Source: an optimization exercise on an open RTL-to-GDS flow (aim: small area and a short achievable clock period). Production flows keep margins and buffers that such runs may drop.
Function was not checked in any run shown here: the RTL went through the layout flow alone.

==> flow/run.sh <==
#!/bin/bash
# Standard layout (settings from config.mk via config.mk) plus the settings
# in flow/extra.mk: plain buf_1 port buffers instead of the default
# delay-cell buffers, and a larger setup margin for timing repair.
set -e
cp config.mk config_in.log
cat flow/extra.mk >> config.mk
bash standard.sh > standard.log 2>&1
==> flow/extra.mk <==
export BUFFER_PORTS_ARGS = -buffer_cell sky130_fd_sc_hd__buf_1
export SETUP_SLACK_MARGIN = 7.25
==> standard.sh <==
#!/bin/bash
# synth_recipe.tcl (not shown) runs the flow's synth.tcl, then flattens the netlist and writes it again
# the make line also repeats each setting of config.mk as NAME=value (left out here)
make -C /OpenROAD-flow-scripts/flow DESIGN_CONFIG=/design/flow/config.mk WORK_HOME=/design/flow/orfs CLKGATE_MAP_FILE= SYNTH_SCRIPT=/design/flow/synth_recipe.tcl "${@:-finish}"
==> config.mk <==
export PLATFORM = sky130hd
export DESIGN_NAME = xgmii_rx_top
export DESIGN_NICKNAME = xgmii_rx_top
export VERILOG_FILES = /design/flow/design.v
export SDC_FILE = /design/flow/constraint.sdc
export NUM_CORES = 4
export LEC_CHECK = 0
export CAP_MARGIN = 20
export CORE_MARGIN = 2
export CORE_UTILIZATION = 55
export CTS_CLUSTER_DIAMETER = 120
export CTS_CLUSTER_SIZE = 25
export SLEW_MARGIN = 20
export SYNTH_HIERARCHICAL = 1
export BUFFER_PORTS_ARGS = -buffer_cell sky130_fd_sc_hd__buf_1
export SETUP_SLACK_MARGIN = 7.25
==> constraint.sdc <==
create_clock -name core_clock -period 10.5 [get_ports {clk}]
set_input_delay 2.1000 -clock core_clock [delete_from_list [all_inputs] [get_ports {clk}]]
set_output_delay 2.1000 -clock core_clock [all_outputs]
set_load 0.01 [all_outputs]
==> design.v <==
package xgmii_rx_pkg;
    localparam logic [7:0] XGMII_START = 8'hFB;
    localparam logic [7:0] XGMII_TERM  = 8'hFD;
    localparam logic [7:0] XGMII_IDLE  = 8'h07;
    localparam int DATA_W = 64;
    localparam int LANES  = 8;
    typedef logic [13:0] frame_len_t;
    typedef enum logic [3:0] {
        RUNT,
        FRAGMENT,
        SZ_64,
        SZ_65_127,
        SZ_128_255,
        SZ_256_511,
        SZ_512_1023,
        SZ_1024_MAX,
        OVERSIZE,
        JABBER
    } size_class_t;
    localparam logic [31:0] CRC_PRESET = 32'hFFFF_FFFF;
    function automatic logic [31:0] crc_check_const(input logic [2:0] t);
        case (t)
            3'd0:    crc_check_const = 32'hDEBB201E;
            3'd1:    crc_check_const = 32'h00BE26ED;
            3'd2:    crc_check_const = 32'hBE26ED00;
            3'd3:    crc_check_const = 32'h2DFD1072;
            3'd4:    crc_check_const = 32'hFFFFFFFF;
            3'd5:    crc_check_const = 32'h62932081;
            3'd6:    crc_check_const = 32'h4E3D5E5C;
            default: crc_check_const = 32'h39DD08E2;
        endcase
    endfunction
endpackage
`timescale 1ns/100ps
module xgmii_frame_parser
(
    input  logic        clk,
    input  logic        inv_aresetn,
    input  logic [63:0] xgmii_data_i,
    input  logic [7:0]  xgmii_ctrl_i,
    output logic [63:0] word_o,
    output logic        word_start_o,
    output logic [2:0]  check_lane_o,
    input  logic        crc_match_i,
    output logic [63:0] axis_tdata_o,
    output logic [7:0]  axis_tkeep_o,
    output logic        axis_tvalid_o,
    output logic        axis_tlast_o,
    output logic        axis_tuser_o,
    output logic [10:0] words_o,
    output logic [2:0]  len_lo_o
);
    typedef enum logic [1:0] {
        ST_IDLE,
        ST_DATA,
        ST_TAIL
    } state_t;
    logic [63:0] data_mask;
    logic        is_sfd_lane;
    logic [7:0]  is_term;
    logic [2:0]  term_lane;
    logic        to_tail;
    always_comb begin
        for (int i = 0; i < xgmii_rx_pkg::LANES; i++) begin
            data_mask[8*i +: 8] = {8{(i == 0 || i == 4 || !xgmii_ctrl_i[i]) && (i >= 4 || !to_tail)}};
            is_term[i] = (xgmii_data_i[8*i +: 8] == xgmii_rx_pkg::XGMII_TERM);
        end
    end
    assign is_sfd_lane = (xgmii_data_i[7:0] == xgmii_rx_pkg::XGMII_START) && !inv_aresetn;
    always_comb begin
        term_lane = '0;
        for (int i = xgmii_rx_pkg::LANES - 1; i >= 0; i--) begin
            if (xgmii_ctrl_i[i]) begin
                term_lane = 3'(i);
            end
        end
    end
    logic [7:0]  w_ctrl8_q;
    logic [7:0]  w_is_term_q;
    logic [2:0]  w_lane_q;
    logic        w_start_lane_q;
    logic        w_start_q;
    logic [63:0] w_data_q;
    logic [63:0] hold_q;
    always_ff @(posedge clk) begin
        w_data_q    <= xgmii_data_i & data_mask;
        w_ctrl8_q   <= xgmii_ctrl_i;
        w_is_term_q <= is_term;
        w_lane_q    <= to_tail ? w_lane_q : term_lane;
        w_start_lane_q <= is_sfd_lane;
        hold_q      <= w_data_q;
    end
    logic        w_ctrl_q;
    logic        w_term_ok_q;
    assign w_ctrl_q    = |w_ctrl8_q;
    assign w_start_q   = w_start_lane_q && (w_ctrl8_q == 8'h01);
    assign w_term_ok_q = w_is_term_q[w_lane_q] && ((w_ctrl8_q >> w_lane_q) == (8'hFF >> w_lane_q));
    assign word_o       = w_data_q;
    assign word_start_o = w_start_q;
    state_t      state_q;
    state_t      state_d;
    logic        held_vld_q;
    logic        held_vld_d;
    logic        tail_ok_q;
    logic [10:0] words_q;
    logic [10:0] words_d;
    logic [2:0]  len_lo_q;
    logic        cnt_inc_q;
    logic        cnt_first_q;
    logic        cnt_zero_q;
    logic        good;
    logic        tvalid_d;
    logic        tlast_d;
    logic [7:0]  tkeep_d;
    logic        tuser_d;
    logic [2:0]  len_lo_d;
    assign check_lane_o = w_lane_q;
    assign good         = crc_match_i && ((state_q == ST_TAIL) ? tail_ok_q : w_term_ok_q);
    assign to_tail      = (state_d == ST_TAIL);
    assign words_o  = words_q;
    assign len_lo_o = len_lo_q;
    always_comb begin
        state_d    = state_q;
        held_vld_d = held_vld_q;
        tvalid_d   = 1'b0;
        tlast_d    = 1'b0;
        tkeep_d    = 8'hFF;
        tuser_d    = good;
        len_lo_d   = 3'd4;
        case (state_q)
            ST_IDLE: begin
                if (w_start_q) begin
                    state_d    = ST_DATA;
                    held_vld_d = 1'b0;
                end
            end
            ST_DATA: begin
                if (!w_ctrl_q) begin
                    tvalid_d   = held_vld_q;
                    held_vld_d = 1'b1;
                end else begin
                    held_vld_d = 1'b0;
                    state_d    = ST_IDLE;
                    tvalid_d   = held_vld_q;
                    if (!w_term_ok_q) begin
                        tlast_d = 1'b1;
                    end else if (w_lane_q < 3'd4) begin
                        tlast_d = 1'b1;
                        tkeep_d  = 8'hFF >> (3'd4 - w_lane_q);
                        len_lo_d = w_lane_q;
                    end else if (w_lane_q == 3'd4) begin
                        tlast_d = 1'b1;
                    end else begin
                        state_d = ST_TAIL;
                    end
                end
            end
            ST_TAIL: begin
                tvalid_d   = 1'b1;
                tlast_d    = 1'b1;
                tkeep_d    = 8'hFF >> (4'd12 - {1'b0, w_lane_q});
                len_lo_d   = w_lane_q;
                held_vld_d = 1'b0;
                state_d    = w_start_q ? ST_DATA : ST_IDLE;
            end
            default: begin
                state_d = ST_IDLE;
            end
        endcase
    end
    always_comb begin
        if (cnt_inc_q) begin
            words_d = cnt_first_q ? 11'd1 : words_q + 11'd1;
        end else if (cnt_zero_q) begin
            words_d = '0;
        end else begin
            words_d = words_q;
        end
    end
    always_ff @(posedge clk) begin
        axis_tdata_o <= hold_q;
        axis_tkeep_o <= tkeep_d;
        axis_tlast_o <= tlast_d;
        words_q      <= words_d;
        cnt_inc_q    <= (state_q == ST_DATA) && !w_ctrl_q;
        cnt_first_q  <= !held_vld_q;
        cnt_zero_q   <= (state_q == ST_DATA) && w_ctrl_q && !held_vld_q;
        tail_ok_q    <= w_term_ok_q;
        axis_tuser_o <= tuser_d;
        if (tvalid_d && tlast_d) begin
            len_lo_q <= len_lo_d;
        end
        if (inv_aresetn) begin
            state_q       <= ST_IDLE;
            held_vld_q    <= 1'b0;
            axis_tvalid_o <= 1'b0;
        end else begin
            state_q       <= state_d;
            held_vld_q    <= held_vld_d;
            axis_tvalid_o <= tvalid_d;
        end
    end
endmodule
`timescale 1ns/100ps
module xgmii_crc_check
(
    input  logic        clk,
    input  logic [63:0] word_i,
    input  logic        word_start_i,
    input  logic [2:0]  check_lane_i,
    output logic        crc_match_o
);
    logic [31:0] crc_q;
    logic [31:0] x;
    logic [31:0] d_hi;
    logic [31:0] nxt_a;
    logic [31:0] nxt_b;
    logic [31:0] nxt;
    for (genvar i = 0; i < 32; i++) begin : g_x
        crc_xor2 u_x (.a(crc_q[i]), .b(word_i[i]), .y(x[i]));
    end
    assign d_hi = word_i[63:32];
    logic [380:0] t;
    crc_xor2 u_x0 (.a(x[3]), .b(x[13]), .y(t[0]));
    crc_xor2 u_x1 (.a(x[11]), .b(x[12]), .y(t[1]));
    crc_xor2 u_x2 (.a(d_hi[7]), .b(x[19]), .y(t[2]));
    crc_xor2 u_x3 (.a(d_hi[0]), .b(d_hi[22]), .y(t[3]));
    crc_xor2 u_x4 (.a(x[6]), .b(x[16]), .y(t[4]));
    crc_xor2 u_x5 (.a(x[4]), .b(x[9]), .y(t[5]));
    crc_xor2 u_x6 (.a(x[5]), .b(x[31]), .y(t[6]));
    crc_xor2 u_x7 (.a(d_hi[4]), .b(x[7]), .y(t[7]));
    crc_xor2 u_x8 (.a(d_hi[5]), .b(x[8]), .y(t[8]));
    crc_xor2 u_x9 (.a(d_hi[24]), .b(x[10]), .y(t[9]));
    crc_xor2 u_x10 (.a(d_hi[23]), .b(x[30]), .y(t[10]));
    crc_xor2 u_x11 (.a(d_hi[15]), .b(t[0]), .y(t[11]));
    crc_xor2 u_x12 (.a(d_hi[2]), .b(d_hi[26]), .y(t[12]));
    crc_xor2 u_x13 (.a(d_hi[3]), .b(d_hi[6]), .y(t[13]));
    crc_xor2 u_x14 (.a(d_hi[11]), .b(x[14]), .y(t[14]));
    crc_xor2 u_x15 (.a(d_hi[12]), .b(x[15]), .y(t[15]));
    crc_xor2 u_x16 (.a(d_hi[19]), .b(t[2]), .y(t[16]));
    crc_xor2 u_x17 (.a(d_hi[14]), .b(d_hi[30]), .y(t[17]));
    crc_xor2 u_x18 (.a(d_hi[16]), .b(d_hi[28]), .y(t[18]));
    crc_xor2 u_x19 (.a(d_hi[18]), .b(d_hi[25]), .y(t[19]));
    crc_xor2 u_x20 (.a(d_hi[13]), .b(d_hi[29]), .y(t[20]));
    crc_xor2 u_x21 (.a(d_hi[21]), .b(x[26]), .y(t[21]));
    crc_xor2 u_x22 (.a(x[1]), .b(x[21]), .y(t[22]));
    crc_xor2 u_x23 (.a(d_hi[27]), .b(x[22]), .y(t[23]));
    crc_xor2 u_x24 (.a(t[3]), .b(x[27]), .y(t[24]));
    crc_xor2 u_x25 (.a(d_hi[20]), .b(x[25]), .y(t[25]));
    crc_xor2 u_x26 (.a(d_hi[31]), .b(x[17]), .y(t[26]));
    crc_xor2 u_x27 (.a(x[0]), .b(x[2]), .y(t[27]));
    crc_xor2 u_x28 (.a(d_hi[8]), .b(x[20]), .y(t[28]));
    crc_xor2 u_x29 (.a(d_hi[9]), .b(t[1]), .y(t[29]));
    crc_xor2 u_x30 (.a(d_hi[1]), .b(d_hi[10]), .y(t[30]));
    crc_xor2 u_x31 (.a(d_hi[17]), .b(t[6]), .y(t[31]));
    crc_xor2 u_x32 (.a(t[5]), .b(t[10]), .y(t[32]));
    crc_xor2 u_x33 (.a(x[18]), .b(x[23]), .y(t[33]));
    crc_xor2 u_x34 (.a(x[28]), .b(x[29]), .y(t[34]));
    crc_xor2 u_x35 (.a(d_hi[31]), .b(t[8]), .y(t[35]));
    crc_xor2 u_x36 (.a(t[4]), .b(t[13]), .y(t[36]));
    crc_xor2 u_x37 (.a(t[7]), .b(t[17]), .y(t[37]));
    crc_xor2 u_x38 (.a(t[9]), .b(t[31]), .y(t[38]));
    crc_xor2 u_x39 (.a(t[12]), .b(x[24]), .y(t[39]));
    crc_xor2 u_x40 (.a(t[24]), .b(x[11]), .y(t[40]));
    crc_xor2 u_x41 (.a(d_hi[0]), .b(t[15]), .y(t[41]));
    crc_xor2 u_x42 (.a(d_hi[25]), .b(d_hi[29]), .y(t[42]));
    crc_xor2 u_x43 (.a(d_hi[2]), .b(x[5]), .y(t[43]));
    crc_xor2 u_x44 (.a(d_hi[3]), .b(x[23]), .y(t[44]));
    crc_xor2 u_x45 (.a(d_hi[30]), .b(x[8]), .y(t[45]));
    crc_xor2 u_x46 (.a(x[24]), .b(x[25]), .y(t[46]));
    crc_xor2 u_x47 (.a(x[18]), .b(x[29]), .y(t[47]));
    crc_xor2 u_x48 (.a(d_hi[9]), .b(t[14]), .y(t[48]));
    crc_xor2 u_x49 (.a(d_hi[27]), .b(t[28]), .y(t[49]));
    crc_xor2 u_x50 (.a(t[26]), .b(x[21]), .y(t[50]));
    crc_xor2 u_x51 (.a(t[25]), .b(t[34]), .y(t[51]));
    crc_xor2 u_x52 (.a(d_hi[6]), .b(t[33]), .y(t[52]));
    crc_xor2 u_x53 (.a(t[5]), .b(t[23]), .y(t[53]));
    crc_xor2 u_x54 (.a(d_hi[28]), .b(t[22]), .y(t[54]));
    crc_xor2 u_x55 (.a(t[18]), .b(t[32]), .y(t[55]));
    crc_xor2 u_x56 (.a(t[16]), .b(x[1]), .y(t[56]));
    crc_xor2 u_x57 (.a(t[11]), .b(x[16]), .y(t[57]));
    crc_xor2 u_x58 (.a(d_hi[11]), .b(d_hi[17]), .y(t[58]));
    crc_xor2 u_x59 (.a(d_hi[5]), .b(d_hi[7]), .y(t[59]));
    crc_xor2 u_x60 (.a(d_hi[3]), .b(x[4]), .y(t[60]));
    crc_xor2 u_x61 (.a(x[12]), .b(x[28]), .y(t[61]));
    crc_xor2 u_x62 (.a(d_hi[10]), .b(x[22]), .y(t[62]));
    crc_xor2 u_x63 (.a(d_hi[16]), .b(x[14]), .y(t[63]));
    crc_xor2 u_x64 (.a(d_hi[13]), .b(x[2]), .y(t[64]));
    crc_xor2 u_x65 (.a(d_hi[26]), .b(t[30]), .y(t[65]));
    crc_xor2 u_x66 (.a(d_hi[23]), .b(x[7]), .y(t[66]));
    crc_xor2 u_x67 (.a(x[5]), .b(x[30]), .y(t[67]));
    crc_xor2 u_x68 (.a(x[2]), .b(x[27]), .y(t[68]));
    crc_xor2 u_x69 (.a(t[3]), .b(x[10]), .y(t[69]));
    crc_xor2 u_x70 (.a(d_hi[1]), .b(x[15]), .y(t[70]));
    crc_xor2 u_x71 (.a(t[19]), .b(t[20]), .y(t[71]));
    crc_xor2 u_x72 (.a(x[12]), .b(x[13]), .y(t[72]));
    crc_xor2 u_x73 (.a(t[58]), .b(x[20]), .y(t[73]));
    crc_xor2 u_x74 (.a(t[61]), .b(x[31]), .y(t[74]));
    crc_xor2 u_x75 (.a(t[28]), .b(x[3]), .y(t[75]));
    crc_xor2 u_x76 (.a(t[8]), .b(t[14]), .y(t[76]));
    crc_xor2 u_x77 (.a(d_hi[2]), .b(t[27]), .y(t[77]));
    crc_xor2 u_x78 (.a(t[6]), .b(t[39]), .y(t[78]));
    crc_xor2 u_x79 (.a(d_hi[4]), .b(t[40]), .y(t[79]));
    crc_xor2 u_x80 (.a(t[36]), .b(t[54]), .y(t[80]));
    crc_xor2 u_x81 (.a(d_hi[15]), .b(t[35]), .y(t[81]));
    crc_xor2 u_x82 (.a(t[29]), .b(x[9]), .y(t[82]));
    crc_xor2 u_x83 (.a(t[21]), .b(t[50]), .y(t[83]));
    crc_xor2 u_x84 (.a(d_hi[7]), .b(d_hi[24]), .y(t[84]));
    crc_xor2 u_x85 (.a(d_hi[14]), .b(d_hi[18]), .y(t[85]));
    crc_xor2 u_x86 (.a(d_hi[18]), .b(x[30]), .y(t[86]));
    crc_xor2 u_x87 (.a(d_hi[23]), .b(x[28]), .y(t[87]));
    crc_xor2 u_x88 (.a(x[14]), .b(x[26]), .y(t[88]));
    crc_xor2 u_x89 (.a(t[12]), .b(t[30]), .y(t[89]));
    crc_xor2 u_x90 (.a(t[30]), .b(x[15]), .y(t[90]));
    crc_xor2 u_x91 (.a(t[19]), .b(x[0]), .y(t[91]));
    crc_xor2 u_x92 (.a(d_hi[14]), .b(x[7]), .y(t[92]));
    crc_xor2 u_x93 (.a(t[17]), .b(x[6]), .y(t[93]));
    crc_xor2 u_x94 (.a(d_hi[17]), .b(x[18]), .y(t[94]));
    crc_xor2 u_x95 (.a(x[0]), .b(x[4]), .y(t[95]));
    crc_xor2 u_x96 (.a(t[59]), .b(x[17]), .y(t[96]));
    crc_xor2 u_x97 (.a(t[18]), .b(t[20]), .y(t[97]));
    crc_xor2 u_x98 (.a(d_hi[8]), .b(x[24]), .y(t[98]));
    crc_xor2 u_x99 (.a(d_hi[12]), .b(t[19]), .y(t[99]));
    crc_xor2 u_x100 (.a(x[10]), .b(x[17]), .y(t[100]));
    crc_xor2 u_x101 (.a(t[23]), .b(x[16]), .y(t[101]));
    crc_xor2 u_x102 (.a(t[25]), .b(t[43]), .y(t[102]));
    crc_xor2 u_x103 (.a(t[46]), .b(x[3]), .y(t[103]));
    crc_xor2 u_x104 (.a(t[10]), .b(t[23]), .y(t[104]));
    crc_xor2 u_x105 (.a(t[4]), .b(x[24]), .y(t[105]));
    crc_xor2 u_x106 (.a(t[47]), .b(t[62]), .y(t[106]));
    crc_xor2 u_x107 (.a(t[92]), .b(x[19]), .y(t[107]));
    crc_xor2 u_x108 (.a(t[4]), .b(t[94]), .y(t[108]));
    crc_xor2 u_x109 (.a(t[1]), .b(t[71]), .y(t[109]));
    crc_xor2 u_x110 (.a(d_hi[24]), .b(t[0]), .y(t[110]));
    crc_xor2 u_x111 (.a(t[27]), .b(t[72]), .y(t[111]));
    crc_xor2 u_x112 (.a(t[7]), .b(t[22]), .y(t[112]));
    crc_xor2 u_x113 (.a(t[7]), .b(x[6]), .y(t[113]));
    crc_xor2 u_x114 (.a(t[15]), .b(x[26]), .y(t[114]));
    crc_xor2 u_x115 (.a(t[9]), .b(t[14]), .y(t[115]));
    crc_xor2 u_x116 (.a(d_hi[20]), .b(t[15]), .y(t[116]));
    crc_xor2 u_x117 (.a(d_hi[22]), .b(t[1]), .y(t[117]));
    crc_xor2 u_x118 (.a(t[24]), .b(t[46]), .y(t[118]));
    crc_xor2 u_x119 (.a(t[39]), .b(t[44]), .y(t[119]));
    crc_xor2 u_x120 (.a(t[21]), .b(t[69]), .y(t[120]));
    crc_xor2 u_x121 (.a(t[60]), .b(t[96]), .y(t[121]));
    crc_xor2 u_x122 (.a(t[63]), .b(x[13]), .y(t[122]));
    crc_xor2 u_x123 (.a(t[20]), .b(t[21]), .y(t[123]));
    crc_xor2 u_x124 (.a(t[66]), .b(t[89]), .y(t[124]));
    crc_xor2 u_x125 (.a(t[98]), .b(x[29]), .y(t[125]));
    crc_xor2 u_x126 (.a(d_hi[1]), .b(t[2]), .y(t[126]));
    crc_xor2 u_x127 (.a(d_hi[7]), .b(t[27]), .y(t[127]));
    crc_xor2 u_x128 (.a(d_hi[29]), .b(t[11]), .y(t[128]));
    crc_xor2 u_x129 (.a(t[37]), .b(t[53]), .y(t[129]));
    crc_xor2 u_x130 (.a(t[51]), .b(t[75]), .y(t[130]));
    crc_xor2 u_x131 (.a(t[41]), .b(t[102]), .y(t[131]));
    crc_xor2 u_x132 (.a(t[26]), .b(t[37]), .y(t[132]));
    crc_xor2 u_x133 (.a(t[45]), .b(t[101]), .y(t[133]));
    crc_xor2 u_x134 (.a(t[49]), .b(t[76]), .y(t[134]));
    crc_xor2 u_x135 (.a(t[65]), .b(t[113]), .y(t[135]));
    crc_xor2 u_x136 (.a(t[18]), .b(t[36]), .y(t[136]));
    crc_xor2 u_x137 (.a(d_hi[21]), .b(t[41]), .y(t[137]));
    crc_xor2 u_x138 (.a(t[16]), .b(t[26]), .y(t[138]));
    crc_xor2 u_x139 (.a(d_hi[6]), .b(t[48]), .y(t[139]));
    crc_xor2 u_x140 (.a(t[68]), .b(t[117]), .y(t[140]));
    crc_xor2 u_x141 (.a(d_hi[12]), .b(t[40]), .y(t[141]));
    crc_xor2 u_x142 (.a(t[29]), .b(t[49]), .y(t[142]));
    crc_xor2 u_x143 (.a(t[70]), .b(t[77]), .y(t[143]));
    crc_xor2 u_x144 (.a(t[2]), .b(t[53]), .y(t[144]));
    crc_xor2 u_x145 (.a(t[11]), .b(t[90]), .y(t[145]));
    crc_xor2 u_x146 (.a(t[37]), .b(t[123]), .y(t[146]));
    crc_xor2 u_x147 (.a(d_hi[25]), .b(t[35]), .y(t[147]));
    crc_xor2 u_x148 (.a(t[38]), .b(t[42]), .y(t[148]));
    crc_xor2 u_x149 (.a(t[57]), .b(t[132]), .y(t[149]));
    crc_xor2 u_x150 (.a(d_hi[22]), .b(t[56]), .y(t[150]));
    crc_xor2 u_x151 (.a(d_hi[28]), .b(t[83]), .y(t[151]));
    crc_xor2 u_x152 (.a(t[56]), .b(x[22]), .y(t[152]));
    crc_xor2 u_x153 (.a(t[80]), .b(t[137]), .y(t[153]));
    crc_xor2 u_x154 (.a(t[116]), .b(t[134]), .y(t[154]));
    crc_xor2 u_x155 (.a(t[38]), .b(t[87]), .y(t[155]));
    crc_xor2 u_x156 (.a(t[79]), .b(t[108]), .y(t[156]));
    crc_xor2 u_x157 (.a(t[97]), .b(t[131]), .y(t[157]));
    crc_xor2 u_x158 (.a(d_hi[20]), .b(t[12]), .y(t[158]));
    crc_xor2 u_x159 (.a(x[1]), .b(t[63]), .y(t[159]));
    crc_xor2 u_x160 (.a(t[100]), .b(t[158]), .y(t[160]));
    crc_xor2 u_x161 (.a(t[32]), .b(t[36]), .y(t[161]));
    crc_xor2 u_x162 (.a(t[75]), .b(t[126]), .y(t[162]));
    crc_xor2 u_x163 (.a(t[159]), .b(t[160]), .y(t[163]));
    crc_xor2 u_x164 (.a(t[79]), .b(t[161]), .y(t[164]));
    crc_xor2 u_x165 (.a(t[162]), .b(t[163]), .y(t[165]));
    crc_xor2 u_x166 (.a(d_hi[21]), .b(x[18]), .y(t[166]));
    crc_xor2 u_x167 (.a(x[21]), .b(t[7]), .y(t[167]));
    crc_xor2 u_x168 (.a(t[166]), .b(t[121]), .y(t[168]));
    crc_xor2 u_x169 (.a(t[167]), .b(t[142]), .y(t[169]));
    crc_xor2 u_x170 (.a(t[143]), .b(t[168]), .y(t[170]));
    crc_xor2 u_x171 (.a(t[155]), .b(t[169]), .y(t[171]));
    crc_xor2 u_x172 (.a(d_hi[4]), .b(d_hi[8]), .y(t[172]));
    crc_xor2 u_x173 (.a(t[3]), .b(x[19]), .y(t[173]));
    crc_xor2 u_x174 (.a(t[172]), .b(t[8]), .y(t[174]));
    crc_xor2 u_x175 (.a(t[43]), .b(t[91]), .y(t[175]));
    crc_xor2 u_x176 (.a(t[173]), .b(t[29]), .y(t[176]));
    crc_xor2 u_x177 (.a(t[106]), .b(t[110]), .y(t[177]));
    crc_xor2 u_x178 (.a(t[174]), .b(t[175]), .y(t[178]));
    crc_xor2 u_x179 (.a(t[80]), .b(t[176]), .y(t[179]));
    crc_xor2 u_x180 (.a(t[177]), .b(t[178]), .y(t[180]));
    crc_xor2 u_x181 (.a(d_hi[5]), .b(t[13]), .y(t[181]));
    crc_xor2 u_x182 (.a(t[42]), .b(x[17]), .y(t[182]));
    crc_xor2 u_x183 (.a(x[20]), .b(x[23]), .y(t[183]));
    crc_xor2 u_x184 (.a(t[181]), .b(t[182]), .y(t[184]));
    crc_xor2 u_x185 (.a(t[183]), .b(t[32]), .y(t[185]));
    crc_xor2 u_x186 (.a(t[48]), .b(t[111]), .y(t[186]));
    crc_xor2 u_x187 (.a(t[184]), .b(t[135]), .y(t[187]));
    crc_xor2 u_x188 (.a(t[185]), .b(t[186]), .y(t[188]));
    crc_xor2 u_x189 (.a(t[152]), .b(t[187]), .y(t[189]));
    crc_xor2 u_x190 (.a(d_hi[10]), .b(d_hi[30]), .y(t[190]));
    crc_xor2 u_x191 (.a(t[190]), .b(t[0]), .y(t[191]));
    crc_xor2 u_x192 (.a(t[9]), .b(t[52]), .y(t[192]));
    crc_xor2 u_x193 (.a(t[78]), .b(t[112]), .y(t[193]));
    crc_xor2 u_x194 (.a(t[127]), .b(t[191]), .y(t[194]));
    crc_xor2 u_x195 (.a(t[192]), .b(t[193]), .y(t[195]));
    crc_xor2 u_x196 (.a(t[194]), .b(t[154]), .y(t[196]));
    crc_xor2 u_x197 (.a(d_hi[8]), .b(x[11]), .y(t[197]));
    crc_xor2 u_x198 (.a(t[64]), .b(t[197]), .y(t[198]));
    crc_xor2 u_x199 (.a(t[48]), .b(t[103]), .y(t[199]));
    crc_xor2 u_x200 (.a(t[198]), .b(t[144]), .y(t[200]));
    crc_xor2 u_x201 (.a(t[147]), .b(t[199]), .y(t[201]));
    crc_xor2 u_x202 (.a(t[153]), .b(t[200]), .y(t[202]));
    crc_xor2 u_x203 (.a(x[1]), .b(x[6]), .y(t[203]));
    crc_xor2 u_x204 (.a(t[10]), .b(t[44]), .y(t[204]));
    crc_xor2 u_x205 (.a(t[62]), .b(t[68]), .y(t[205]));
    crc_xor2 u_x206 (.a(t[88]), .b(t[203]), .y(t[206]));
    crc_xor2 u_x207 (.a(t[29]), .b(t[107]), .y(t[207]));
    crc_xor2 u_x208 (.a(t[204]), .b(t[205]), .y(t[208]));
    crc_xor2 u_x209 (.a(t[206]), .b(t[207]), .y(t[209]));
    crc_xor2 u_x210 (.a(t[208]), .b(t[157]), .y(t[210]));
    crc_xor2 u_x211 (.a(d_hi[24]), .b(x[8]), .y(t[211]));
    crc_xor2 u_x212 (.a(x[27]), .b(t[27]), .y(t[212]));
    crc_xor2 u_x213 (.a(t[44]), .b(t[73]), .y(t[213]));
    crc_xor2 u_x214 (.a(t[211]), .b(t[74]), .y(t[214]));
    crc_xor2 u_x215 (.a(t[105]), .b(t[212]), .y(t[215]));
    crc_xor2 u_x216 (.a(t[213]), .b(t[145]), .y(t[216]));
    crc_xor2 u_x217 (.a(t[146]), .b(t[214]), .y(t[217]));
    crc_xor2 u_x218 (.a(t[215]), .b(t[216]), .y(t[218]));
    crc_xor2 u_x219 (.a(d_hi[2]), .b(d_hi[16]), .y(t[219]));
    crc_xor2 u_x220 (.a(t[219]), .b(t[5]), .y(t[220]));
    crc_xor2 u_x221 (.a(t[22]), .b(t[34]), .y(t[221]));
    crc_xor2 u_x222 (.a(t[99]), .b(t[76]), .y(t[222]));
    crc_xor2 u_x223 (.a(t[118]), .b(t[220]), .y(t[223]));
    crc_xor2 u_x224 (.a(t[221]), .b(t[222]), .y(t[224]));
    crc_xor2 u_x225 (.a(t[223]), .b(t[149]), .y(t[225]));
    crc_xor2 u_x226 (.a(t[43]), .b(t[64]), .y(t[226]));
    crc_xor2 u_x227 (.a(t[114]), .b(t[226]), .y(t[227]));
    crc_xor2 u_x228 (.a(t[81]), .b(t[130]), .y(t[228]));
    crc_xor2 u_x229 (.a(t[227]), .b(t[152]), .y(t[229]));
    crc_xor2 u_x230 (.a(t[156]), .b(t[228]), .y(t[230]));
    crc_xor2 u_x231 (.a(t[12]), .b(t[59]), .y(t[231]));
    crc_xor2 u_x232 (.a(t[85]), .b(x[14]), .y(t[232]));
    crc_xor2 u_x233 (.a(x[23]), .b(t[34]), .y(t[233]));
    crc_xor2 u_x234 (.a(t[64]), .b(t[231]), .y(t[234]));
    crc_xor2 u_x235 (.a(t[232]), .b(t[29]), .y(t[235]));
    crc_xor2 u_x236 (.a(t[112]), .b(t[120]), .y(t[236]));
    crc_xor2 u_x237 (.a(t[233]), .b(t[234]), .y(t[237]));
    crc_xor2 u_x238 (.a(t[235]), .b(t[236]), .y(t[238]));
    crc_xor2 u_x239 (.a(d_hi[14]), .b(d_hi[19]), .y(t[239]));
    crc_xor2 u_x240 (.a(t[13]), .b(t[239]), .y(t[240]));
    crc_xor2 u_x241 (.a(t[8]), .b(t[240]), .y(t[241]));
    crc_xor2 u_x242 (.a(t[104]), .b(t[125]), .y(t[242]));
    crc_xor2 u_x243 (.a(t[241]), .b(t[140]), .y(t[243]));
    crc_xor2 u_x244 (.a(t[145]), .b(t[242]), .y(t[244]));
    crc_xor2 u_x245 (.a(d_hi[2]), .b(d_hi[4]), .y(t[245]));
    crc_xor2 u_x246 (.a(t[84]), .b(x[23]), .y(t[246]));
    crc_xor2 u_x247 (.a(t[245]), .b(t[25]), .y(t[247]));
    crc_xor2 u_x248 (.a(t[246]), .b(t[74]), .y(t[248]));
    crc_xor2 u_x249 (.a(t[247]), .b(t[55]), .y(t[249]));
    crc_xor2 u_x250 (.a(t[57]), .b(t[139]), .y(t[250]));
    crc_xor2 u_x251 (.a(t[248]), .b(t[249]), .y(t[251]));
    crc_xor2 u_x252 (.a(d_hi[10]), .b(t[21]), .y(t[252]));
    crc_xor2 u_x253 (.a(t[41]), .b(t[121]), .y(t[253]));
    crc_xor2 u_x254 (.a(t[122]), .b(t[125]), .y(t[254]));
    crc_xor2 u_x255 (.a(t[252]), .b(t[253]), .y(t[255]));
    crc_xor2 u_x256 (.a(t[254]), .b(t[148]), .y(t[256]));
    crc_xor2 u_x257 (.a(d_hi[8]), .b(d_hi[13]), .y(t[257]));
    crc_xor2 u_x258 (.a(d_hi[26]), .b(d_hi[30]), .y(t[258]));
    crc_xor2 u_x259 (.a(t[19]), .b(x[25]), .y(t[259]));
    crc_xor2 u_x260 (.a(t[257]), .b(t[258]), .y(t[260]));
    crc_xor2 u_x261 (.a(t[67]), .b(t[70]), .y(t[261]));
    crc_xor2 u_x262 (.a(t[259]), .b(t[260]), .y(t[262]));
    crc_xor2 u_x263 (.a(t[261]), .b(t[262]), .y(t[263]));
    crc_xor2 u_x264 (.a(t[139]), .b(t[263]), .y(t[264]));
    crc_xor2 u_x265 (.a(d_hi[5]), .b(d_hi[9]), .y(t[265]));
    crc_xor2 u_x266 (.a(d_hi[27]), .b(t[85]), .y(t[266]));
    crc_xor2 u_x267 (.a(t[265]), .b(t[4]), .y(t[267]));
    crc_xor2 u_x268 (.a(t[266]), .b(t[74]), .y(t[268]));
    crc_xor2 u_x269 (.a(t[114]), .b(t[124]), .y(t[269]));
    crc_xor2 u_x270 (.a(t[267]), .b(t[138]), .y(t[270]));
    crc_xor2 u_x271 (.a(t[268]), .b(t[269]), .y(t[271]));
    crc_xor2 u_x272 (.a(d_hi[13]), .b(d_hi[27]), .y(t[272]));
    crc_xor2 u_x273 (.a(x[8]), .b(x[11]), .y(t[273]));
    crc_xor2 u_x274 (.a(t[272]), .b(t[47]), .y(t[274]));
    crc_xor2 u_x275 (.a(t[273]), .b(t[11]), .y(t[275]));
    crc_xor2 u_x276 (.a(t[115]), .b(t[274]), .y(t[276]));
    crc_xor2 u_x277 (.a(t[55]), .b(t[135]), .y(t[277]));
    crc_xor2 u_x278 (.a(t[275]), .b(t[276]), .y(t[278]));
    crc_xor2 u_x279 (.a(t[150]), .b(t[277]), .y(t[279]));
    crc_xor2 u_x280 (.a(t[1]), .b(t[77]), .y(t[280]));
    crc_xor2 u_x281 (.a(t[107]), .b(t[55]), .y(t[281]));
    crc_xor2 u_x282 (.a(t[280]), .b(t[148]), .y(t[282]));
    crc_xor2 u_x283 (.a(t[154]), .b(t[281]), .y(t[283]));
    crc_xor2 u_x284 (.a(d_hi[26]), .b(x[20]), .y(t[284]));
    crc_xor2 u_x285 (.a(t[45]), .b(t[71]), .y(t[285]));
    crc_xor2 u_x286 (.a(t[284]), .b(t[11]), .y(t[286]));
    crc_xor2 u_x287 (.a(t[285]), .b(t[38]), .y(t[287]));
    crc_xor2 u_x288 (.a(t[82]), .b(t[286]), .y(t[288]));
    crc_xor2 u_x289 (.a(t[153]), .b(t[287]), .y(t[289]));
    crc_xor2 u_x290 (.a(d_hi[19]), .b(t[4]), .y(t[290]));
    crc_xor2 u_x291 (.a(t[65]), .b(t[69]), .y(t[291]));
    crc_xor2 u_x292 (.a(t[50]), .b(t[109]), .y(t[292]));
    crc_xor2 u_x293 (.a(t[122]), .b(t[127]), .y(t[293]));
    crc_xor2 u_x294 (.a(t[290]), .b(t[291]), .y(t[294]));
    crc_xor2 u_x295 (.a(t[129]), .b(t[292]), .y(t[295]));
    crc_xor2 u_x296 (.a(t[293]), .b(t[294]), .y(t[296]));
    crc_xor2 u_x297 (.a(x[15]), .b(t[24]), .y(t[297]));
    crc_xor2 u_x298 (.a(t[33]), .b(t[67]), .y(t[298]));
    crc_xor2 u_x299 (.a(t[72]), .b(t[73]), .y(t[299]));
    crc_xor2 u_x300 (.a(t[16]), .b(t[297]), .y(t[300]));
    crc_xor2 u_x301 (.a(t[298]), .b(t[299]), .y(t[301]));
    crc_xor2 u_x302 (.a(t[81]), .b(t[129]), .y(t[302]));
    crc_xor2 u_x303 (.a(t[136]), .b(t[300]), .y(t[303]));
    crc_xor2 u_x304 (.a(t[301]), .b(t[302]), .y(t[304]));
    crc_xor2 u_x305 (.a(x[7]), .b(x[28]), .y(t[305]));
    crc_xor2 u_x306 (.a(t[86]), .b(t[95]), .y(t[306]));
    crc_xor2 u_x307 (.a(t[305]), .b(t[31]), .y(t[307]));
    crc_xor2 u_x308 (.a(t[35]), .b(t[54]), .y(t[308]));
    crc_xor2 u_x309 (.a(t[119]), .b(t[306]), .y(t[309]));
    crc_xor2 u_x310 (.a(t[128]), .b(t[141]), .y(t[310]));
    crc_xor2 u_x311 (.a(t[307]), .b(t[308]), .y(t[311]));
    crc_xor2 u_x312 (.a(t[309]), .b(t[310]), .y(t[312]));
    crc_xor2 u_x313 (.a(t[20]), .b(t[86]), .y(t[313]));
    crc_xor2 u_x314 (.a(t[100]), .b(t[16]), .y(t[314]));
    crc_xor2 u_x315 (.a(t[78]), .b(t[313]), .y(t[315]));
    crc_xor2 u_x316 (.a(t[130]), .b(t[133]), .y(t[316]));
    crc_xor2 u_x317 (.a(t[140]), .b(t[314]), .y(t[317]));
    crc_xor2 u_x318 (.a(t[315]), .b(t[316]), .y(t[318]));
    crc_xor2 u_x319 (.a(d_hi[0]), .b(d_hi[3]), .y(t[319]));
    crc_xor2 u_x320 (.a(d_hi[19]), .b(x[0]), .y(t[320]));
    crc_xor2 u_x321 (.a(x[31]), .b(t[319]), .y(t[321]));
    crc_xor2 u_x322 (.a(t[0]), .b(t[33]), .y(t[322]));
    crc_xor2 u_x323 (.a(t[93]), .b(t[320]), .y(t[323]));
    crc_xor2 u_x324 (.a(t[321]), .b(t[32]), .y(t[324]));
    crc_xor2 u_x325 (.a(t[51]), .b(t[322]), .y(t[325]));
    crc_xor2 u_x326 (.a(t[323]), .b(t[142]), .y(t[326]));
    crc_xor2 u_x327 (.a(t[324]), .b(t[325]), .y(t[327]));
    crc_xor2 u_x328 (.a(t[151]), .b(t[326]), .y(t[328]));
    crc_xor2 u_x329 (.a(t[84]), .b(t[28]), .y(t[329]));
    crc_xor2 u_x330 (.a(t[66]), .b(t[78]), .y(t[330]));
    crc_xor2 u_x331 (.a(t[106]), .b(t[329]), .y(t[331]));
    crc_xor2 u_x332 (.a(t[82]), .b(t[83]), .y(t[332]));
    crc_xor2 u_x333 (.a(t[128]), .b(t[136]), .y(t[333]));
    crc_xor2 u_x334 (.a(t[330]), .b(t[331]), .y(t[334]));
    crc_xor2 u_x335 (.a(t[332]), .b(t[333]), .y(t[335]));
    crc_xor2 u_x336 (.a(t[42]), .b(t[22]), .y(t[336]));
    crc_xor2 u_x337 (.a(t[25]), .b(t[73]), .y(t[337]));
    crc_xor2 u_x338 (.a(t[52]), .b(t[110]), .y(t[338]));
    crc_xor2 u_x339 (.a(t[124]), .b(t[336]), .y(t[339]));
    crc_xor2 u_x340 (.a(t[337]), .b(t[82]), .y(t[340]));
    crc_xor2 u_x341 (.a(t[133]), .b(t[338]), .y(t[341]));
    crc_xor2 u_x342 (.a(t[339]), .b(t[340]), .y(t[342]));
    crc_xor2 u_x343 (.a(d_hi[10]), .b(t[45]), .y(t[343]));
    crc_xor2 u_x344 (.a(t[99]), .b(t[111]), .y(t[344]));
    crc_xor2 u_x345 (.a(t[115]), .b(t[119]), .y(t[345]));
    crc_xor2 u_x346 (.a(t[343]), .b(t[144]), .y(t[346]));
    crc_xor2 u_x347 (.a(t[344]), .b(t[345]), .y(t[347]));
    crc_xor2 u_x348 (.a(t[151]), .b(t[346]), .y(t[348]));
    crc_xor2 u_x349 (.a(d_hi[1]), .b(d_hi[11]), .y(t[349]));
    crc_xor2 u_x350 (.a(d_hi[25]), .b(x[13]), .y(t[350]));
    crc_xor2 u_x351 (.a(t[349]), .b(t[95]), .y(t[351]));
    crc_xor2 u_x352 (.a(t[350]), .b(t[52]), .y(t[352]));
    crc_xor2 u_x353 (.a(t[104]), .b(t[105]), .y(t[353]));
    crc_xor2 u_x354 (.a(t[351]), .b(t[138]), .y(t[354]));
    crc_xor2 u_x355 (.a(t[352]), .b(t[353]), .y(t[355]));
    crc_xor2 u_x356 (.a(t[157]), .b(t[354]), .y(t[356]));
    crc_xor2 u_x357 (.a(t[52]), .b(t[103]), .y(t[357]));
    crc_xor2 u_x358 (.a(t[38]), .b(t[55]), .y(t[358]));
    crc_xor2 u_x359 (.a(t[141]), .b(t[146]), .y(t[359]));
    crc_xor2 u_x360 (.a(t[357]), .b(t[358]), .y(t[360]));
    crc_xor2 u_x361 (.a(x[4]), .b(x[26]), .y(t[361]));
    crc_xor2 u_x362 (.a(t[93]), .b(t[361]), .y(t[362]));
    crc_xor2 u_x363 (.a(t[109]), .b(t[118]), .y(t[363]));
    crc_xor2 u_x364 (.a(t[126]), .b(t[362]), .y(t[364]));
    crc_xor2 u_x365 (.a(t[81]), .b(t[363]), .y(t[365]));
    crc_xor2 u_x366 (.a(t[364]), .b(t[155]), .y(t[366]));
    crc_xor2 u_x367 (.a(x[12]), .b(t[9]), .y(t[367]));
    crc_xor2 u_x368 (.a(t[60]), .b(t[67]), .y(t[368]));
    crc_xor2 u_x369 (.a(t[88]), .b(t[91]), .y(t[369]));
    crc_xor2 u_x370 (.a(t[51]), .b(t[367]), .y(t[370]));
    crc_xor2 u_x371 (.a(t[368]), .b(t[369]), .y(t[371]));
    crc_xor2 u_x372 (.a(t[370]), .b(t[371]), .y(t[372]));
    crc_xor2 u_x373 (.a(t[149]), .b(t[150]), .y(t[373]));
    crc_xor2 u_x374 (.a(t[13]), .b(x[9]), .y(t[374]));
    crc_xor2 u_x375 (.a(t[6]), .b(t[47]), .y(t[375]));
    crc_xor2 u_x376 (.a(t[374]), .b(t[16]), .y(t[376]));
    crc_xor2 u_x377 (.a(t[120]), .b(t[375]), .y(t[377]));
    crc_xor2 u_x378 (.a(t[57]), .b(t[143]), .y(t[378]));
    crc_xor2 u_x379 (.a(t[147]), .b(t[376]), .y(t[379]));
    crc_xor2 u_x380 (.a(t[377]), .b(t[378]), .y(t[380]));
    assign nxt_a[0] = t[164];
    assign nxt_b[0] = t[165];
    assign nxt_a[1] = t[170];
    assign nxt_b[1] = t[171];
    assign nxt_a[2] = t[179];
    assign nxt_b[2] = t[180];
    assign nxt_a[3] = t[188];
    assign nxt_b[3] = t[189];
    assign nxt_a[4] = t[195];
    assign nxt_b[4] = t[196];
    assign nxt_a[5] = t[201];
    assign nxt_b[5] = t[202];
    assign nxt_a[6] = t[209];
    assign nxt_b[6] = t[210];
    assign nxt_a[7] = t[217];
    assign nxt_b[7] = t[218];
    assign nxt_a[8] = t[224];
    assign nxt_b[8] = t[225];
    assign nxt_a[9] = t[229];
    assign nxt_b[9] = t[230];
    assign nxt_a[10] = t[237];
    assign nxt_b[10] = t[238];
    assign nxt_a[11] = t[243];
    assign nxt_b[11] = t[244];
    assign nxt_a[12] = t[250];
    assign nxt_b[12] = t[251];
    assign nxt_a[13] = t[255];
    assign nxt_b[13] = t[256];
    assign nxt_a[14] = t[156];
    assign nxt_b[14] = t[264];
    assign nxt_a[15] = t[270];
    assign nxt_b[15] = t[271];
    assign nxt_a[16] = t[278];
    assign nxt_b[16] = t[279];
    assign nxt_a[17] = t[282];
    assign nxt_b[17] = t[283];
    assign nxt_a[18] = t[288];
    assign nxt_b[18] = t[289];
    assign nxt_a[19] = t[295];
    assign nxt_b[19] = t[296];
    assign nxt_a[20] = t[303];
    assign nxt_b[20] = t[304];
    assign nxt_a[21] = t[311];
    assign nxt_b[21] = t[312];
    assign nxt_a[22] = t[317];
    assign nxt_b[22] = t[318];
    assign nxt_a[23] = t[327];
    assign nxt_b[23] = t[328];
    assign nxt_a[24] = t[334];
    assign nxt_b[24] = t[335];
    assign nxt_a[25] = t[341];
    assign nxt_b[25] = t[342];
    assign nxt_a[26] = t[347];
    assign nxt_b[26] = t[348];
    assign nxt_a[27] = t[355];
    assign nxt_b[27] = t[356];
    assign nxt_a[28] = t[359];
    assign nxt_b[28] = t[360];
    assign nxt_a[29] = t[365];
    assign nxt_b[29] = t[366];
    assign nxt_a[30] = t[372];
    assign nxt_b[30] = t[373];
    assign nxt_a[31] = t[379];
    assign nxt_b[31] = t[380];
    assign nxt = nxt_a ^ nxt_b;
    assign crc_match_o = (x == xgmii_rx_pkg::crc_check_const(check_lane_i));
    always_ff @(posedge clk) begin
        if (word_start_i) begin
            crc_q <= xgmii_rx_pkg::CRC_PRESET;
        end else begin
            crc_q <= nxt;
        end
    end
endmodule
module crc_xor2
(
    input  logic a,
    input  logic b,
    output logic y
);
    assign y = a ^ b;
endmodule
`timescale 1ns/100ps
module rx_frame_stats
#(
    parameter int MAX_FRAME_LEN = 1518
) (
    input  logic        clk,
    input  logic        inv_aresetn,
    input  logic        tvalid_i,
    input  logic        tlast_i,
    input  logic        tuser_i,
    input  logic [10:0] words_i,
    input  logic [2:0]  len_lo_i,
    output logic        stat_valid_o,
    output logic        stat_crc_ok_o,
    output logic [13:0] stat_len_o,
    output logic [3:0]  stat_size_o,
    output logic [31:0] good_frames_o,
    output logic [31:0] bad_frames_o
);
    logic frame_end;
    xgmii_rx_pkg::frame_len_t frame_len;
    function automatic xgmii_rx_pkg::size_class_t classify(input xgmii_rx_pkg::frame_len_t len, input logic crc_ok);
        if (len < 14'd64) begin
            classify = crc_ok ? xgmii_rx_pkg::RUNT : xgmii_rx_pkg::FRAGMENT;
        end else if (len == 14'd64) begin
            classify = xgmii_rx_pkg::SZ_64;
        end else if (len < 14'd128) begin
            classify = xgmii_rx_pkg::SZ_65_127;
        end else if (len < 14'd256) begin
            classify = xgmii_rx_pkg::SZ_128_255;
        end else if (len < 14'd512) begin
            classify = xgmii_rx_pkg::SZ_256_511;
        end else if (len < 14'd1024) begin
            classify = xgmii_rx_pkg::SZ_512_1023;
        end else if (len <= 14'(MAX_FRAME_LEN)) begin
            classify = xgmii_rx_pkg::SZ_1024_MAX;
        end else begin
            classify = crc_ok ? xgmii_rx_pkg::OVERSIZE : xgmii_rx_pkg::JABBER;
        end
    endfunction
    assign frame_end  = tvalid_i && tlast_i;
    function automatic logic [31:0] inc_toggle(input logic [31:0] cnt, input logic en);
        logic [7:0] c;
        c[0] = en;
        for (int k = 1; k < 8; k++) begin
            c[k] = c[k-1] & (&cnt[4*(k-1) +: 4]);
        end
        for (int k = 0; k < 8; k++) begin
            inc_toggle[4*k] = c[k];
            for (int j = 1; j < 4; j++) begin
                inc_toggle[4*k+j] = inc_toggle[4*k+j-1] & cnt[4*k+j-1];
            end
        end
    endfunction
    assign frame_len     = {words_i, len_lo_i};
    assign stat_len_o    = frame_len;
    always_ff @(posedge clk) begin
        stat_crc_ok_o <= tuser_i;
        stat_size_o   <= classify(frame_len, tuser_i);
        if (inv_aresetn) begin
            stat_valid_o  <= 1'b0;
            good_frames_o <= '0;
            bad_frames_o  <= '0;
        end else begin
            stat_valid_o <= frame_end;
            good_frames_o <= good_frames_o ^ inc_toggle(good_frames_o, frame_end && tuser_i);
            bad_frames_o  <= bad_frames_o ^ inc_toggle(bad_frames_o, frame_end && !tuser_i);
        end
    end
endmodule
`timescale 1ns/100ps
module xgmii_rx_top
#(
    parameter int MAX_FRAME_LEN = 1518
) (
    input  logic        clk,
    input  logic        inv_aresetn,
    input  logic [63:0] xgmii_data_i,
    input  logic [7:0]  xgmii_ctrl_i,
    output logic [63:0] axis_tdata_o,
    output logic [7:0]  axis_tkeep_o,
    output logic        axis_tvalid_o,
    output logic        axis_tlast_o,
    output logic        axis_tuser_o,
    output logic        stat_valid_o,
    output logic        stat_crc_ok_o,
    output logic [13:0] stat_len_o,
    output logic [3:0]  stat_size_o,
    output logic [31:0] good_frames_o,
    output logic [31:0] bad_frames_o
);
    logic [63:0] word;
    logic        word_start;
    logic [2:0]  check_lane;
    logic        crc_match;
    logic [10:0] words;
    logic [2:0]  len_lo;
    xgmii_frame_parser u_parser (
        .clk           (clk),
        .inv_aresetn   (inv_aresetn),
        .xgmii_data_i  (xgmii_data_i),
        .xgmii_ctrl_i  (xgmii_ctrl_i),
        .word_o        (word),
        .word_start_o  (word_start),
        .check_lane_o  (check_lane),
        .crc_match_i   (crc_match),
        .axis_tdata_o  (axis_tdata_o),
        .axis_tkeep_o  (axis_tkeep_o),
        .axis_tvalid_o (axis_tvalid_o),
        .axis_tlast_o  (axis_tlast_o),
        .axis_tuser_o  (axis_tuser_o),
        .words_o       (words),
        .len_lo_o      (len_lo)
    );
    xgmii_crc_check u_crc_check (
        .clk          (clk),
        .word_i       (word),
        .word_start_i (word_start),
        .check_lane_i (check_lane),
        .crc_match_o  (crc_match)
    );
    rx_frame_stats #(
        .MAX_FRAME_LEN (MAX_FRAME_LEN)
    ) u_stats (
        .clk           (clk),
        .inv_aresetn   (inv_aresetn),
        .tvalid_i      (axis_tvalid_o),
        .tlast_i       (axis_tlast_o),
        .tuser_i       (axis_tuser_o),
        .words_i       (words),
        .len_lo_i      (len_lo),
        .stat_valid_o  (stat_valid_o),
        .stat_crc_ok_o (stat_crc_ok_o),
        .stat_len_o    (stat_len_o),
        .stat_size_o   (stat_size_o),
        .good_frames_o (good_frames_o),
        .bad_frames_o  (bad_frames_o)
    );
endmodule
==> reports/results.ini, run 1 <==
[critical_path]
worst-path-max-fanout = 8
cell_by_cell_trace_of_the_critical_path = xor2_1, buf_4, xor2_1, xor2_1, xor2_1, xor2_1, xor2_1, xnor2_1, nand2b_1
critPathMaxStageDelay_ns = 0.75
timing.reg2reg.worst_path_depth = 9
critical_path_arrival_ns = 3.65
r2r_start = u_parser.w_data_q[19]
critical_path.slowest_cell = sky130_fd_sc_hd__xor2_1
startpoint_type = register
reg2reg_slack_ns = 7.26
cpMostUsedCell = sky130_fd_sc_hd__xor2_1
required_ns = 10.91
timing_worst_setup_path_type = reg -> reg
reg2reg_to = u_crc_check.crc_q[16]
endpoint_class_of_the_critical_path = register

[routing]
drt_first_pass_iters = 6
initialDrtViolationCount = 811
route.met3.wl_um = 2590
route.antenna.remaining_nets = 0
routedLengthMet1_um = 17200
dr_total_vias = 11100
wire_per_inst_um = 19.5
viasPerCell = 5.26
detail_route.wirelength_um = 41200
drcViolationCount = 0
top_layer_used = met4
met2_routed_length_um = 19400

[floorplan]
floorplan.initialDensity_pct = 55.6
floorplan.die.width_um = 174
die_y_um = 174
die-area_mm2 = 0.0302
fp.coreArea_mm2 = 0.0285
num_io_pins = 233
std_cell_rows = 62

[global_route]
grt-ovfl-total = 0
grt_first_pass_wirelength_um = 62200
grt_start_max_net_pins = 71
first_global_vias = 10700
grt_antenna_before_repair = 1
global_route.usage.total_pct = 26.7

[sta]
max_clock_freq_mhz = 309
finClkSkew_ns = 0.0347
finalSetupViolCount = 0
finalHoldViolCount = 0
worst_slew_pin_slew_ns = 1.15
timing.final.crit_period_ns = 3.24
fin_hold_ws_ns = 0.325
worst_slack_ns = 7.26
final_min_period_over_clock_period_pct = 30.9
slew_viol_final = 0
rsz0062_at_grt = no
setup-tns-final_ns = 0
maxSlewHeadroom_pct = 23.0

[hold_path]
min_to = u_parser.axis_tdata_o[8]
min_path_cells = 0
worstHoldPathType = reg -> reg
worst_hold_startpoint = u_parser.hold_q[8]

[clocking]
tritoncts_num_sinks = 346
cts_buffer_depth = 3
cts-buffers-inserted = 17
clkSlewWorstSetupHoldPaths_ns = 0.10
worst_skew_pair.late_latency_ns = 0.52
cts-htree-levels = 1
cts-root-buf = sky130_fd_sc_hd__clkbuf_16
clock_tree_from_tritoncts = yes

[outcome]
outcome = finished clean

[synthesis]
post_syn_instances = 1482
synth_ff_type = sky130_fd_sc_hd__dfxtp_1
synth-seq-cells = 346
ys_seq_area_share_pct = 44.7
synth_cell_types = 88
yosys_warnings = 9
yosys.area.top_type_share_pct = 41.5
synth.top_cells.by_area = sky130_fd_sc_hd__dfxtp_1, sky130_fd_sc_hd__xor2_1, sky130_fd_sc_hd__ha_1, sky130_fd_sc_hd__edfxtp_1, sky130_fd_sc_hd__nor2b_1
ys_async_sr_fraction_pct = 0
net_count_after_synthesis = 1616
average_cell_area_after_synthesis_um2 = 10.7
syn_area_mm2 = 0.0159
synth-edff-count = 17
synth_area_leader_cell = sky130_fd_sc_hd__dfxtp_1

[final_layout]
layout.nets = 1859
layout-area-overhead-vs-synth_pct = 11.8
fillers = 2517
final_layout_size_suffix_gt1_share_pct = 7.06
diodes = 0
stdcell_count = 2111
final_cell_mix = sky130_fd_sc_hd__xor2_1, sky130_fd_sc_hd__dfxtp_1, sky130_fd_sc_hd__buf_1
layout.cells.most_common = sky130_fd_sc_hd__xor2_1

[placement]
numPlacedInstances = 2076
post_placement_worst_setup_slack_ns = 7.06
detailed_place_hpwl_um = 31800
routabilityCongestion = 1.06
port_buffers = 232

[run]
max_capacitance_violation_count = 0

registers in the layout (all words and copies together), names as in the netlist, 2 cells and up:
name	cells
u_crc_check.crc_q	32
u_parser.axis_tdata_o	64
u_parser.axis_tkeep_o	8
u_parser.hold_q	64
u_parser.len_lo_q	3
u_parser.state_q	2
u_parser.w_ctrl8_q	8
u_parser.w_data_q	64
u_parser.w_is_term_q	8
u_parser.w_lane_q	3
u_parser.words_q	11
u_stats.bad_frames_o	32
u_stats.good_frames_o	32
u_stats.stat_size_o	4
logic make-up (layout without fill, tap and decap cells):
logic type / count (synthesis) / after routing / share of synthesized area, %
compound gates: 118 / 118 / 5.05
simple gates: 385 / 385 / 14.8
flops: 346 / 346 / 44.7
xor+xnor: 473 / 473 / 26.1
buf+inv: 78 / 323 / 3.07
mux: 20 / 20 / 1.40
fa+ha+maj: 62 / 62 / 4.87
metal layers:
layer,up-vias,track usage (%)
li1,5394,-
met1,5200,34.1
met2,410,44.9
met3,98,3.86
met4,0,11.9
met5,-,0
stage by stage:
stage	cell area, µm²	util, %
after floorplan	15900	-
after global placement	17100	59.7
after detailed placement	17100	59.7
after CTS	17600	61.7
after global routing	17700	62.1
final	17700	62.1
worst max path at each step:
stage                     startpoint                    end  cells after the start
3_5_place_dp   u_parser.w_data_q[13]  u_crc_check.crc_q[30]                      8
4_1_cts         u_parser.words_q[10]         stat_len_o[13]                      1
3_3_place_gp    u_parser.w_data_q[9]  u_crc_check.crc_q[12]                      9
2_1_floorplan        xgmii_ctrl_i[5]   u_parser.w_lane_q[1]                      4
5_1_grt        u_crc_check.crc_q[29]   u_crc_check.crc_q[9]                      8
6_report       u_parser.w_data_q[19]  u_crc_check.crc_q[16]                      9
modules after synthesis, one instance, submodules excluded, excerpt:
module,cells inside,flip-flops and latches
xgmii_frame_parser,546,244
crc_xor2,1,0
xgmii_crc_check,244,32
timing repair:
| action | in CTS | in global routing |
|---|---|---|
| setup buffers | 10 | 3 |
| hold buffers | 0 | 0 |
| setup endpoints to repair | 27 | 28 |
| resized for setup | 6 | 11 |
worst max-delay path, delay by kind of cell, from the launching register on:
family	cells	cell delay [ns]
xor+xnor	7	2.47
flops	1	0.36
buf+inv	1	0.23
simple gates	1	0.07
synthesized netlist by cell type, drive strengths merged, types with 3 or more instances:
| master | n |
|---|---|
| or2 | 4 |
| nand3b | 4 |
| and2 | 3 |
| edfxtp | 17 |
| and4 | 5 |
| o32ai | 3 |
| o31ai | 3 |
| dfxtp | 329 |
| a21o | 3 |
| clkbuf | 19 |
| o211ai | 4 |
| a31oi | 8 |
| a221oi | 4 |
| nor2b | 77 |
| nor3 | 19 |
| nand3 | 17 |
| mux2i | 14 |
| a22o | 4 |
| a21oi | 27 |
| a211oi | 4 |
| o21ai | 32 |
| nor3b | 5 |
| buf | 33 |
| a32oi | 5 |
| and3 | 6 |
| nor2 | 72 |
| nand4b | 8 |
| or4 | 4 |
| nor4 | 9 |
| nand2b | 36 |
| nand4 | 24 |
| nand2 | 53 |
| xor2 | 421 |
| xnor2 | 52 |
| mux2 | 5 |
| or3 | 5 |
| o22ai | 5 |
| ha | 60 |
| nor4b | 27 |
| inv | 26 |
area by class of cell:
| cell class | instances | area (µm²) | area share [%] |
|---|---|---|---|
| timing repair buffer | 276 | 1220 | 6.91 |
| clock inverter | 1 | 30.0 | 0.169 |
| tap | 384 | 480 | 2.71 |
| sequential | 346 | 7100 | 40.0 |
| clock buffer | 20 | 437 | 2.46 |
| inverter | 26 | 100 | 0.565 |
| multi-input combinational | 1058 | 8360 | 47.1 |
==> inputs of run 2 (changes only) <==
==> flow/extra.mk (replaced) <==
export BUFFER_PORTS_ARGS = -buffer_cell sky130_fd_sc_hd__buf_1
export SETUP_SLACK_MARGIN = 7.4
--- a/config.mk
+++ b/config.mk
@@ -13,4 +13,4 @@
 export SLEW_MARGIN = 20
 export SYNTH_HIERARCHICAL = 1
 export BUFFER_PORTS_ARGS = -buffer_cell sky130_fd_sc_hd__buf_1
-export SETUP_SLACK_MARGIN = 7.25
+export SETUP_SLACK_MARGIN = 7.4
==> reports/results.ini, run 2 <==
[floorplan]
die-area_mm2 = 0.0302  ; unchanged
num_io_pins = 233  ; unchanged
fp.coreArea_mm2 = 0.0285  ; unchanged
floorplan.initialDensity_pct = 55.6  ; unchanged
std_cell_rows = 62  ; unchanged
floorplan.die.width_um = 174  ; unchanged
die_y_um = 174  ; unchanged

[clocking]
cts-root-buf = sky130_fd_sc_hd__clkbuf_16
clock_tree_from_tritoncts = yes
cts-buffers-inserted = 17  ; unchanged
cts-htree-levels = 1  ; unchanged
tritoncts_num_sinks = 346  ; unchanged
worst_skew_pair.late_latency_ns = 0.52  ; about the same
clkSlewWorstSetupHoldPaths_ns = 0.10  ; about the same
cts_buffer_depth = 3  ; unchanged

[synthesis]
yosys_warnings = 9  ; unchanged
synth_area_leader_cell = sky130_fd_sc_hd__dfxtp_1
ys_seq_area_share_pct = 44.7  ; unchanged
syn_area_mm2 = 0.0159  ; unchanged
synth_xor_xnor_area_share_pct = 26.1  ; unchanged
net_count_after_synthesis = 1616  ; unchanged
synth.top_cells.by_area = sky130_fd_sc_hd__dfxtp_1, sky130_fd_sc_hd__xor2_1, sky130_fd_sc_hd__ha_1, sky130_fd_sc_hd__edfxtp_1, sky130_fd_sc_hd__nor2b_1
synth.area.mux_share_pct = 1.40  ; unchanged
yosys.area.top_type_share_pct = 41.5  ; unchanged
synth-seq-cells = 346  ; unchanged
synth_commonest_cells = sky130_fd_sc_hd__xor2_1, sky130_fd_sc_hd__dfxtp_1, sky130_fd_sc_hd__nor2b_1, sky130_fd_sc_hd__nor2_1, sky130_fd_sc_hd__ha_1
post_synth_fa_ha_maj_area_fraction_pct = 4.87  ; unchanged
ys_async_sr_fraction_pct = 0  ; unchanged
synth-edff-count = 17  ; unchanged
synth_cell_types = 88  ; unchanged
post-synth-top-count-cell = sky130_fd_sc_hd__xor2_1
post_syn_instances = 1482  ; unchanged
synth_ff_type = sky130_fd_sc_hd__dfxtp_1
fraction_of_the_mapped_netlist_area_in_compound_gates_pct = 5.05  ; unchanged
post_synth_and_or_nand_nor_area_fraction_pct = 14.8  ; unchanged
average_cell_area_after_synthesis_um2 = 10.7  ; unchanged
synth_top_family_by_area = XOR/XNOR gates

[sta]
finalSetupViolCount = 0  ; unchanged
finClkSkew_ns = 0.0343  ; -0.000380 ns
setup-tns-final_ns = 0  ; unchanged
finalHoldViolCount = 0  ; unchanged
maxSlewHeadroom_pct = 46.0  ; +23 points
timing.final.crit_period_ns = 3.20  ; -0.0414 ns
rsz0062_at_grt = yes
max_clock_freq_mhz = 313  ; +1.3%
worst_slew_pin_slew_ns = 0.807  ; -0.344 ns
worst_slack_ns = 7.30  ; +0.0414 ns
final_min_period_over_clock_period_pct = 30.5  ; -0.39 points
slew_viol_final = 0  ; unchanged

[routing]
dr_total_vias = 11400  ; +2.6%
drt_first_pass_iters = 5  ; -1
viasPerCell = 5.24  ; -0.45%
detail_route.wirelength_um = 42900  ; +4.1%
initialDrtViolationCount = 843  ; +3.9%
route.antenna.remaining_nets = 0  ; unchanged
wire_per_inst_um = 19.7  ; +1.0%
drcViolationCount = 0  ; unchanged

[global_route]
grt_antenna_before_repair = 0  ; -1
groute.layer.met3.usage_pct = 3.44  ; -0.42 points
grt.met1_usage_pct = 34.9  ; +0.84 points
grt_first_pass_wirelength_um = 63700  ; +2.4%
globalRoute.busiestLayer = met2
grt-ovfl-total = 0  ; unchanged
global_route.usage.total_pct = 27.3  ; +0.61 points
use_met2_pct = 45.8  ; +0.95 points
grt_start_max_net_pins = 71  ; unchanged
first_global_vias = 10900  ; +2.5%

[final_layout]
largest_registers = u_parser.axis_tdata_o: 64 flops, u_parser.hold_q: 64 flops, u_parser.w_data_q: 64 flops
final_cell_mix = sky130_fd_sc_hd__xor2_1, sky130_fd_sc_hd__dfxtp_1, sky130_fd_sc_hd__buf_4
layout.cells.most_common = sky130_fd_sc_hd__xor2_1
diodes = 0  ; unchanged
final_layout_size_suffix_gt1_share_pct = 23.7  ; +17 points
layout-area-overhead-vs-synth_pct = 19.1
fillers = 2335  ; -7.2%
layout.nets = 1924  ; +3.5%
stdcell_count = 2176  ; +3.1%

[placement]
detailed_place_hpwl_um = 31800  ; unchanged
post_placement_worst_setup_slack_ns = 7.06  ; unchanged
numPlacedInstances = 2076  ; unchanged
port_buffers = 232  ; unchanged
routabilityCongestion = 1.06  ; unchanged

[critical_path]
required_ns = 8.40  ; -2.51 ns
critical_path.slowest_cell = sky130_fd_sc_hd__edfxtp_1
worst-path-max-fanout = 2  ; -6
critical_path_arrival_ns = 1.10  ; -2.55 ns
timing_worst_setup_path_type = reg -> out
startpoint_type = register
critPathMaxStageDelay_ns = 0.44  ; -0.31 ns
endpoint_class_of_the_critical_path = primary output
crit_buf_inv = 1  ; unchanged
cell_by_cell_trace_of_the_critical_path = clkbuf_2
critPathTopFamily = flip-flops

[run]
max_capacitance_violation_count = 0  ; unchanged

[outcome]
outcome = finished clean

[hold_path]
worstHoldPathType = reg -> reg

==> run 2: changes by cell type in the layout (fill, tap and decap cells not counted), sizes merged <==
cell	delta
buf	+26
clkbuf	+39
==> run 2: repair_timing <==
action	in CTS	in global routing
hold buffers	0	0
gates resized for setup	193	128
setup endpoints to repair	153	151
setup buffers	48	31
==> run 2: final cells by class <==
cell class	count	area [µm²]	area share, %
multi-input cells	1058	8420	44.5
flip-flops and latches	346	7220	38.2
repair buffers	341	2210	11.7
well taps	384	480	2.54
clock buffers	20	437	2.31
inverters	26	100	0.530
clock inverters	1	30.0	0.159
==> run 2: modules after synthesis, one instance, submodules excluded, excerpt <==
module,flip-flops and latches,copies in the design
crc_xor2,0,413
xgmii_crc_check,32,1
xgmii_frame_parser,244,1
==> run 2: final timing paths <==
kind | start | endpoint | slack, ns | cells after the start
setup / recovery | u_parser.words_q[3] | stat_len_o[6] | 7.30 | 1
hold / removal | u_parser.hold_q[8] | u_parser.axis_tdata_o[8] | 0.32 | 0
setup reg to reg | u_parser.w_data_q[8] | u_crc_check.crc_q[17] | 7.45 | 8
hold reg to reg | u_parser.hold_q[8] | u_parser.axis_tdata_o[8] | 0.32 | 0
==> run 2: through the flow <==
step | hold WS, ns | util, % | instance area, µm²
global placement | 0.310 | 59.7 | 17100
detailed placement | 0.312 | 59.7 | 17100
global route | 0.326 | 66.2 | 18900
finish | 0.322 | 66.2 | 18900
floorplan | 0.310 | - | 15900
CTS | 0.331 | 63.9 | 18200
==> run 2: kinds of logic (layout without fill, tap and decap cells) <==
kind of cell             Yosys count  in the layout
AO/OA/AOI/OAI                    118            118
XOR/XNOR                         473            473
adder cells (fa/ha/maj)           62             62
buffers and inverters             78            388
flip-flops                       346            346
multiplexers                      20             20
AND/OR/NAND/NOR                  385            385
==> run 2: metal layers <==
metal  vias to the layer above  wire length, µm  share of wire [%]
met5                         -                0                  0
met2                       414            20600                 48
met1                      5351            17600                 41
li1                       5522                -                  -
met4                         0             2140                5.0
met3                       105             2520                5.9

## separate check: timing with driven ports
The results above use ideal ports. As a check the final layouts listed here were re-extracted and re-timed, cells and wires unchanged. Step 1: set_driving_cell puts a clkbuf_16 on clk and a buf_2 on each other input, an assumption about the parent block. Step 2 moves the port delays by t, midway between the first and last clock arrival at a register: inputs arrive t later, outputs are due t later. That takes back most of the time a late clock gives input paths. Slacks: no drivers / after step 1 / after step 2; pairs: no drivers / after step 1.
run | shift t [ns] | setup slack, ns | worst setup path at the end
run 1 | 0.552 | 7.260 / 7.259 / 7.235 | input to register
run 2 | 0.549 | 7.302 / 7.253 / 7.219 | input to register
After both steps setup and hold are still met in every run listed. For run 2, which loses most, drivers alone change the setup slack by -0.049 ns; drivers and shift together by -0.083 ns.
